From an optimization exercise on the open Yosys and OpenROAD flow, aimed at small area; shortcuts taken in it are not production practice. Only simulation tests tie the RTL to the original design; equivalence was not proved. Power is estimated from default activity; no workload was simulated.

==> inputs of job 7645 <==
==> flow/design.v <==
package abacus_pkg;
  localparam int NUM_EVENTS = 7;
  localparam logic [4:0] REG_CTRL      = 5'd0;
  localparam logic [4:0] REG_STATUS    = 5'd1;
  localparam logic [4:0] REG_ID        = 5'd2;
  localparam logic [4:0] REG_CNT_FIRST = 5'd4;    
  localparam logic [4:0] REG_CNT_LAST  = 5'd17;   
  localparam int CTRL_EN_BIT  = 0;
  localparam int CTRL_CLR_BIT = 1;
  localparam int CTRL_FRZ_BIT = 2;
  typedef enum logic [2:0] {
    EV_INSN_ISSUED = 3'd0,
    EV_IC_REQ      = 3'd1,
    EV_IC_MISS     = 3'd2,
    EV_IC_FILL     = 3'd3,
    EV_DC_REQ      = 3'd4,
    EV_DC_HIT      = 3'd5,
    EV_DC_FILL     = 3'd6
  } event_e;
endpackage
module abacus_counter #(
  parameter int W = 64
) (
  input  logic         clk,
  input  logic         rst,
  input  logic         bump_i,      
  input  logic [7:0]   we_i,        
  input  logic [31:0]  wdata_i,
  output logic [W-1:0] value_o,
  output logic         wrap_o
);
  localparam int G  = 8;
  localparam int NG = W / G;
  logic [W-1:0]  cnt_q, cnt_d;
  logic [NG-1:0] ones;         
  logic [NG:0]   pre;          
  logic [W:0]    cy;           
  assign pre[0] = 1'b1;
  for (genvar j = 0; j < NG; j++) begin : g_grp
    assign ones[j]  = &cnt_q[G*j +: G];
    assign pre[j+1] = pre[j] & ones[j];
    assign cy[G*j]  = bump_i & pre[j];
    for (genvar b = 0; b < G-1; b++) begin : g_bit
      assign cy[G*j+b+1] = cy[G*j+b] & cnt_q[G*j+b];
    end
  end
  assign cy[W] = bump_i & pre[NG];
  for (genvar i = 0; i < W; i++) begin : g_d
    assign cnt_d[i] = we_i[i/8] ? wdata_i[i%32] : (cnt_q[i] ^ cy[i]);
  end
  always_ff @(posedge clk or posedge rst) begin
    if (rst) cnt_q <= '0;
    else     cnt_q <= cnt_d;
  end
  assign value_o = cnt_q;
  assign wrap_o  = cy[W];
endmodule
import abacus_pkg::*;
module abacus_wb_counters #(
  parameter int          COUNTER_W       = 64,
  parameter bit          ENABLE_AT_RESET = 1'b1,
  parameter logic [31:0] BLOCK_ID        = 32'hABAC0001
) (
  input  logic        clk,
  input  logic        rst,
  input  logic [29:0] wb_adr,
  input  logic [31:0] wb_dat_w,
  input  logic [3:0]  wb_sel,
  input  logic        wb_cyc,
  input  logic        wb_stb,
  input  logic        wb_we,
  output logic [31:0] wb_dat_r,
  output logic        wb_ack,
  output logic        wb_err,
  input  logic        abacus_instruction_issued,
  input  logic        abacus_icache_request,
  input  logic        abacus_icache_miss,
  input  logic        abacus_icache_line_fill_in_progress,
  input  logic        abacus_dcache_request,
  input  logic        abacus_dcache_hit,
  input  logic        abacus_dcache_line_fill_in_progress
);
  logic [NUM_EVENTS-1:0] ev;
  assign ev = {abacus_dcache_line_fill_in_progress, abacus_dcache_hit,
               abacus_dcache_request, abacus_icache_line_fill_in_progress,
               abacus_icache_miss, abacus_icache_request,
               abacus_instruction_issued};
  logic                  ack_q, err_q;
  logic [31:0]           dat_q;
  logic                  enable_q, freeze_q;
  logic [NUM_EVENTS-1:0] status_q;
  logic                  shadow_vld_q;
  logic [2:0]            shadow_idx_q;
  logic [31:0]           shadow_hi_q;
  logic [4:0] idx;
  logic       req, mapped, wr, rd, cnt_sel, cnt_hi;
  logic [6:0] ksel;             
  logic       ctrl_wr, status_wr, clr, cnt_en;
  assign idx     = wb_adr[4:0];
  assign req     = wb_cyc & wb_stb & ~(wb_ack | wb_err);
  assign cnt_sel = (idx >= REG_CNT_FIRST) & (idx <= REG_CNT_LAST);
  assign mapped  = (idx <= REG_ID) | cnt_sel;
  assign wr      = req & mapped & wb_we;
  assign rd      = req & mapped & ~wb_we;
  assign cnt_hi  = idx[0];
  for (genvar k = 0; k < NUM_EVENTS; k++) begin : g_ksel
    assign ksel[k] = (idx[4:1] == 4'(k + 2));
  end
  assign ctrl_wr   = wr & (idx == REG_CTRL) & wb_sel[0];
  assign status_wr = wr & (idx == REG_STATUS) & wb_sel[0];
  assign clr       = ctrl_wr & wb_dat_w[CTRL_CLR_BIT];
  assign cnt_en    = enable_q & ~freeze_q;
  logic [31:0] wdat;
  assign wdat = clr ? 32'd0 : wb_dat_w;
  logic [COUNTER_W-1:0] cnt_val [NUM_EVENTS];
  logic [NUM_EVENTS-1:0]                wrap;
  for (genvar k = 0; k < NUM_EVENTS; k++) begin : g_cnt
    logic       wr_k;
    logic [7:0] we_k;
    assign wr_k = wr & ksel[k];
    assign we_k = {8{clr}} | {{4{wr_k &  cnt_hi}} & wb_sel, {4{wr_k & ~cnt_hi}} & wb_sel};
    abacus_counter #(.W(COUNTER_W)) u_cnt (
      .clk     (clk),
      .rst     (rst),
      .bump_i  (cnt_en & ev[k] & ~clr & ~wr_k),
      .we_i    (we_k),
      .wdata_i (wdat),
      .value_o (cnt_val[k]),
      .wrap_o  (wrap[k])
    );
  end
  logic [31:0] lo_t [NUM_EVENTS+1];
  logic [31:0] hi_t [NUM_EVENTS+1];
  logic [31:0] lo_sel, hi_sel;
  assign lo_t[0] = '0;
  assign hi_t[0] = '0;
  for (genvar k = 0; k < NUM_EVENTS; k++) begin : g_rd
    assign lo_t[k+1] = lo_t[k] | ({32{ksel[k]}} & cnt_val[k][31:0]);
    assign hi_t[k+1] = hi_t[k] | ({32{ksel[k]}} & cnt_val[k][63:32]);
  end
  assign lo_sel = lo_t[NUM_EVENTS];
  assign hi_sel = hi_t[NUM_EVENTS];
  logic        shadow_hit;
  logic [31:0] rdata;
  assign shadow_hit = shadow_vld_q & (shadow_idx_q == idx[3:1] - 3'd2);
  always_comb begin
    rdata = '0;
    if (idx == REG_CTRL) begin
      rdata[CTRL_EN_BIT]  = enable_q;
      rdata[CTRL_FRZ_BIT] = freeze_q;
    end else if (idx == REG_STATUS) begin
      rdata[NUM_EVENTS-1:0] = status_q;
    end else if (idx == REG_ID) begin
      rdata = BLOCK_ID;
    end else if (cnt_sel) begin
      if (!cnt_hi)         rdata = lo_sel;
      else if (shadow_hit) rdata = shadow_hi_q;
      else                 rdata = hi_sel;
    end
  end
  logic shadow_ld;
  assign shadow_ld = rd & cnt_sel & ~cnt_hi;
  always_ff @(posedge clk or posedge rst) begin
    if (rst) begin
      ack_q        <= 1'b0;
      err_q        <= 1'b0;
      dat_q        <= '0;
      enable_q     <= ENABLE_AT_RESET;
      freeze_q     <= 1'b0;
      status_q     <= '0;
      shadow_vld_q <= 1'b0;
      shadow_idx_q <= '0;
      shadow_hi_q  <= '0;
    end else begin
      ack_q <= req & mapped;
      err_q <= req & ~mapped;
      if (req) dat_q <= rdata;
      if (ctrl_wr) begin
        enable_q <= wb_dat_w[CTRL_EN_BIT];
        freeze_q <= wb_dat_w[CTRL_FRZ_BIT];
      end
      status_q <= (status_q & ~({NUM_EVENTS{status_wr}} & wb_dat_w[NUM_EVENTS-1:0])) | wrap;
      if (clr)            shadow_vld_q <= 1'b0;
      else if (shadow_ld) shadow_vld_q <= 1'b1;
      if (shadow_ld) begin
        shadow_idx_q <= idx[3:1] - 3'd2;
        shadow_hi_q  <= hi_sel;
      end
    end
  end
  assign wb_ack   = ack_q;
  assign wb_err   = err_q;
  assign wb_dat_r = dat_q;
  logic unused_bits;
  assign unused_bits = ^wb_adr[29:5];
endmodule
==> flow/run.sh <==
#!/bin/bash
# synth_recipe.tcl (not shown) runs the flow's synth.tcl, then flattens the netlist and writes it again
# the make line also repeats each setting of config.mk as NAME=value (left out here)
make -C /OpenROAD-flow-scripts/flow DESIGN_CONFIG=/design/flow/config.mk WORK_HOME=/design/flow/orfs CLKGATE_MAP_FILE= SYNTH_SCRIPT=/design/flow/synth_recipe.tcl finish
==> flow/config.mk <==
export PLATFORM = sky130hd
export DESIGN_NAME = abacus_wb_counters
export DESIGN_NICKNAME = abacus_wb_counters
export VERILOG_FILES = /design/flow/design.v
export SDC_FILE = /design/flow/constraint.sdc
export NUM_CORES = 4
export LEC_CHECK = 0
export ABC_AREA = 1
export CAP_MARGIN = 20
export CORE_MARGIN = 2
export CORE_UTILIZATION = 40
export PLACE_DENSITY = 0.6
export SLEW_MARGIN = 20
==> flow/constraint.sdc <==
create_clock -name core_clock -period 4.5 [get_ports {clk}]
set_input_delay 0.9000 -clock core_clock [delete_from_list [all_inputs] [get_ports {clk}]]
set_output_delay 0.9000 -clock core_clock [all_outputs]
set_load 0.01 [all_outputs]
==> inputs of job 8693, as changes to job 7645 <==
--- a/flow/design.v
+++ b/flow/design.v
@@ -18,6 +18,26 @@
     EV_DC_FILL     = 3'd6
   } event_e;
 endpackage
+module abacus_cpair (
+  input  logic c_i,
+  input  logic q_e,      
+  input  logic n_o,      
+  input  logic we_i,
+  input  logic nwe_i,    
+  input  logic nw_e,     
+  input  logic w_o,      
+  output logic d_e,      
+  output logic dn_o,     
+  output logic c_o
+);
+  logic nc_o, xs_e, s_o;
+  assign nc_o = ~(c_i & q_e);
+  assign xs_e = ~((q_e | c_i) & nc_o);           
+  assign d_e  = ~((nwe_i | nw_e) & (we_i | xs_e));
+  assign c_o  = ~(nc_o | n_o);
+  assign s_o  = ~((n_o & nc_o) | c_o);           
+  assign dn_o = ~((nwe_i | w_o) & (we_i | s_o));
+endmodule
 module abacus_counter #(
   parameter int W = 64
 ) (
@@ -25,35 +45,60 @@
   input  logic         rst,
   input  logic         bump_i,      
   input  logic [7:0]   we_i,        
-  input  logic [31:0]  wdata_i,
-  output logic [W-1:0] value_o,
+  input  logic [7:0]   nwe_i,       
+  input  logic [31:0]  w_i,         
+  input  logic [31:0]  nw_i,        
+  output logic [W-1:0] raw_o,       
   output logic         wrap_o
 );
   localparam int G  = 8;
   localparam int NG = W / G;
-  logic [W-1:0]  cnt_q, cnt_d;
-  logic [NG-1:0] ones;         
-  logic [NG:0]   pre;          
-  logic [W:0]    cy;           
+  logic [W-1:0]  st_q, st_d;      
+  logic [NG-1:0] ones;
+  logic [NG:0]   pre;
+  logic [W/2:0]  cp;              
   assign pre[0] = 1'b1;
   for (genvar j = 0; j < NG; j++) begin : g_grp
-    assign ones[j]  = &cnt_q[G*j +: G];
+    logic [G/2-1:0] ev_b, od_b;
+    for (genvar b = 0; b < G/2; b++) begin : g_sp
+      assign ev_b[b] = st_q[G*j + 2*b];
+      assign od_b[b] = st_q[G*j + 2*b + 1];
+    end
+    assign ones[j]  = (&ev_b) & ~(|od_b);
     assign pre[j+1] = pre[j] & ones[j];
-    assign cy[G*j]  = bump_i & pre[j];
-    for (genvar b = 0; b < G-1; b++) begin : g_bit
-      assign cy[G*j+b+1] = cy[G*j+b] & cnt_q[G*j+b];
-    end
-  end
-  assign cy[W] = bump_i & pre[NG];
-  for (genvar i = 0; i < W; i++) begin : g_d
-    assign cnt_d[i] = we_i[i/8] ? wdata_i[i%32] : (cnt_q[i] ^ cy[i]);
-  end
-  always_ff @(posedge clk or posedge rst) begin
-    if (rst) cnt_q <= '0;
-    else     cnt_q <= cnt_d;
-  end
-  assign value_o = cnt_q;
-  assign wrap_o  = cy[W];
+    assign cp[G/2*j] = bump_i & pre[j];
+  end
+  assign wrap_o = bump_i & pre[NG];
+  for (genvar p = 0; p < W/2; p++) begin : g_p
+    logic c_nxt;
+    abacus_cpair u_p (
+      .c_i   (cp[p]),
+      .q_e   (st_q[2*p]),
+      .n_o   (st_q[2*p+1]),
+      .we_i  (we_i[p/4]),
+      .nwe_i (nwe_i[p/4]),
+      .nw_e  (nw_i[(2*p) % 32]),
+      .w_o   (w_i[(2*p+1) % 32]),
+      .d_e   (st_d[2*p]),
+      .dn_o  (st_d[2*p+1]),
+      .c_o   (c_nxt)
+    );
+    if (p % (G/2) != G/2-1) begin : g_c
+      assign cp[p+1] = c_nxt;
+    end
+  end
+  for (genvar i = 0; i < W; i++) begin : g_ff
+    if (i % 2 == 0) begin : g_t
+      always_ff @(posedge clk or posedge rst)
+        if (rst) st_q[i] <= 1'b0;
+        else     st_q[i] <= st_d[i];
+    end else begin : g_n
+      always_ff @(posedge clk or posedge rst)
+        if (rst) st_q[i] <= 1'b1;
+        else     st_q[i] <= st_d[i];
+    end
+  end
+  assign raw_o = st_q;
 endmodule
 import abacus_pkg::*;
 module abacus_wb_counters #(
@@ -110,8 +155,10 @@
   assign status_wr = wr & (idx == REG_STATUS) & wb_sel[0];
   assign clr       = ctrl_wr & wb_dat_w[CTRL_CLR_BIT];
   assign cnt_en    = enable_q & ~freeze_q;
-  logic [31:0] wdat;
-  assign wdat = clr ? 32'd0 : wb_dat_w;
+  logic [31:0] wdat, nwdat;
+  assign wdat  = wb_dat_w & {32{~clr}};
+  assign nwdat = ~wdat;
+  logic [COUNTER_W-1:0] cnt_raw [NUM_EVENTS];
   logic [COUNTER_W-1:0] cnt_val [NUM_EVENTS];
   logic [NUM_EVENTS-1:0]                wrap;
   for (genvar k = 0; k < NUM_EVENTS; k++) begin : g_cnt
@@ -124,10 +171,13 @@
       .rst     (rst),
       .bump_i  (cnt_en & ev[k] & ~clr & ~wr_k),
       .we_i    (we_k),
-      .wdata_i (wdat),
-      .value_o (cnt_val[k]),
+      .nwe_i   (~we_k),
+      .w_i     (wdat),
+      .nw_i    (nwdat),
+      .raw_o   (cnt_raw[k]),
       .wrap_o  (wrap[k])
     );
+    assign cnt_val[k] = cnt_raw[k] ^ {(COUNTER_W/2){2'b10}};
   end
   logic [31:0] lo_t [NUM_EVENTS+1];
   logic [31:0] hi_t [NUM_EVENTS+1];
==> flow/flow/run.sh (new file) <==
#!/bin/bash
# Own layout flow: the standard flow, with a synthesis script that maps
# the counter bit pairs by hand (cells.v) and the rest with an area-only abc
# script, smaller port buffers. Each tool's output goes to its own log here.
set -uo pipefail
F=$PWD/flow
export MY_ABC_SCRIPT=$F/abc.script
export MY_CELLS_V=$F/cells.v
bash standard.sh SYNTH_SCRIPT=$F/my_synth.tcl SYNTH_BLACKBOXES=abacus_cpair \
  "BUFFER_PORTS_ARGS=-buffer_cell sky130_fd_sc_hd__buf_1" finish > flow_make.log 2>&1
st=$?
cp -r orfs/logs orfs_logs_copy 2>/dev/null || true
exit $st
==> flow/flow/abc.script (new file) <==
&get -n
&st
&dch
&nf -a -R 1000
&put
==> flow/flow/cells.v (new file) <==
// Cell-level implementation of abacus_cpair (see rtl/abacus_counter.sv),
// swapped in by my_synth.tcl for the blackboxed RTL module.
module abacus_cpair (c_i, q_e, n_o, we_i, nwe_i, nw_e, w_o, d_e, dn_o, c_o);
  input c_i, q_e, n_o, we_i, nwe_i, nw_e, w_o;
  output d_e, dn_o, c_o;
  wire nc_o, xs_e, s_o;
  sky130_fd_sc_hd__nand2_1 u_nc (.A(c_i), .B(q_e), .Y(nc_o));
  sky130_fd_sc_hd__o21ai_1 u_xs (.A1(q_e), .A2(c_i), .B1(nc_o), .Y(xs_e));
  sky130_fd_sc_hd__o22ai_1 u_de (.A1(nwe_i), .A2(nw_e), .B1(we_i), .B2(xs_e), .Y(d_e));
  sky130_fd_sc_hd__nor2_1  u_co (.A(nc_o), .B(n_o), .Y(c_o));
  sky130_fd_sc_hd__a21oi_1 u_so (.A1(n_o), .A2(nc_o), .B1(c_o), .Y(s_o));
  sky130_fd_sc_hd__o22ai_1 u_do (.A1(nwe_i), .A2(w_o), .B1(we_i), .B2(s_o), .Y(dn_o));
endmodule
==> flow/flow/my_synth.tcl (new file) <==
# The standard flow's synthesis (synth_recipe.tcl), with two changes: abc runs an
# area-only mapping script, and the modules named in SYNTH_BLACKBOXES are
# replaced by the cell-level versions in cells.v before flattening.
proc synth {args} { yosys synth -nofsm -noshare {*}$args }
proc abc {args} {
  set i [lsearch -exact $args -script]
  if { $i >= 0 } { lset args [expr { $i + 1 }] $::env(MY_ABC_SCRIPT) }
  yosys abc {*}$args
}
source $::env(SCRIPTS_DIR)/synth.tcl
foreach m $::env(SYNTH_BLACKBOXES) { delete $m }
read_verilog $::env(MY_CELLS_V)
hierarchy -check -top $::env(DESIGN_NAME)
tee -o $::env(REPORTS_DIR)/synth_stat_cells.txt stat {*}$lib_args
# left out here: clear keep_hierarchy, flatten, clean up, hide names made inside functions
tee -o $::env(REPORTS_DIR)/synth_stat_flat.txt stat {*}$lib_args
# left out here: write 1_2_yosys.v
==> flow/standard.sh (new file) <==
#!/bin/bash
# synth_recipe.tcl (not shown) runs the flow's synth.tcl, then flattens the netlist and writes it again
# the make line also repeats each setting of config.mk as NAME=value (left out here)
make -C /OpenROAD-flow-scripts/flow DESIGN_CONFIG=/design/flow/config.mk WORK_HOME=/design/flow/orfs CLKGATE_MAP_FILE= SYNTH_SCRIPT=/design/flow/synth_recipe.tcl "${@:-finish}"
--- a/flow/config.mk
+++ b/flow/config.mk
@@ -8,6 +8,7 @@
 export ABC_AREA = 1
 export CAP_MARGIN = 20
 export CORE_MARGIN = 2
-export CORE_UTILIZATION = 40
-export PLACE_DENSITY = 0.6
+export CORE_UTILIZATION = 55
+export CTS_BUF_LIST = sky130_fd_sc_hd__clkbuf_4
+export PLACE_DENSITY = 0.7
 export SLEW_MARGIN = 20
removed: flow/run.sh
==> inputs of job 1493, as changes to job 7645 <==
--- a/flow/config.mk
+++ b/flow/config.mk
@@ -8,6 +8,7 @@
 export ABC_AREA = 1
 export CAP_MARGIN = 20
 export CORE_MARGIN = 2
-export CORE_UTILIZATION = 40
-export PLACE_DENSITY = 0.6
+export CORE_UTILIZATION = 55
+export CTS_BUF_LIST = sky130_fd_sc_hd__clkbuf_4
+export PLACE_DENSITY = 0.7
 export SLEW_MARGIN = 20
==> notes <==
- Utilization, lowest first: job 7645, job 1493, job 8693.
- In job 1493 the via count is smaller than in job 8693, by about 8%.
- Setup slack, highest first: job 1493, job 8693, job 7645.
- Against job 1493, the hold slack of job 7645 is better by 140 ps.
- Between job 1493 and job 7645, the lower final area is in job 1493 (gap 1.7%, measured against job 7645).
- The lowest first-iteration DRC count belongs to job 7645, the highest to job 8693.
- The lowest cell count belongs to job 8693, the highest to job 7645.
- Wire length, highest first: job 8693, job 7645, job 1493.
==> figures <==
	job 8693	job 7645	job 1493
Number of clock buffers inserted by TritonCTS	146	58	149
Internal Pwr Total	8.10 mW	8.39 mW	7.90 mW
Startpoint of the worst setup timing path	g_cnt[1].u_cnt.st_q[19]	wb_adr[2]	wb_adr[2]
Power spent charging and discharging nets	3.20 mW	3.08 mW	3.11 mW
EDFF count, synth	-	0	0
Synthesized instance count	2959	3574	3574
Combinational power	1.09 mW	1.19 mW	1.16 mW
Placement Cell Area	30600 um^2	33800 um^2	33300 um^2
Largest net degree at the start of global routing	141	96	146
Number of placement rows	79	102	87
Power density cells	346 nW/um^2	320 nW/um^2	312 nW/um^2
Simple-gate area share of the yosys netlist	-	19.0%	19.0%
Multi-input logic portion of the cell area	38.8%	45.3%	46.1%
Synthesized-area fraction occupied by xor and xnor cells	-	1.58%	1.58%
Yosys reg bits	-	527	527
Clock network power	4.83 mW	4.98 mW	4.56 mW
Result of the run	no timing/DRC/antenna violations	no timing/DRC/antenna violations	no timing/DRC/antenna violations

-- port drivers added, routing unchanged --
How much do the figures lean on ideal ports? The routed layouts below were timed once more, with nothing changed but the port constraints.
Step 1 sets driving cells, clkbuf_16 on the clock port and buf_2 on the other inputs (assumed; they add their load-dependent delay and slew).
Step 2 adds t to the input delays and takes it off the output delays; t is the mean of the earliest and latest rising clock arrival at the registers after step 1. Input paths then give back, and output paths get back, about the clock's delay inside the block.
Three values: ideal ports, drivers, drivers and shift; two values: the first two.
| run | t (ns) | setup slack, ns | worst setup path at the end | worst slew at a driven data input, ns |
|---|---|---|---|---|
| job 7645 | 0.691 | 0.217 / 0.245 / -0.445 | input to register | 0.06 |
| job 8693 | 1.115 | 0.513 / 0.513 / -0.510 | input to register | 0.05 |
| job 1493 | 1.067 | 0.573 / 0.589 / -0.474 | input to register | 0.05 |
With both steps, setup timing fails in every run listed, where it was met with ideal ports. The setup slack of job 1493, which loses most, moves by +0.016 ns with the drivers and by -1.047 ns with both steps.
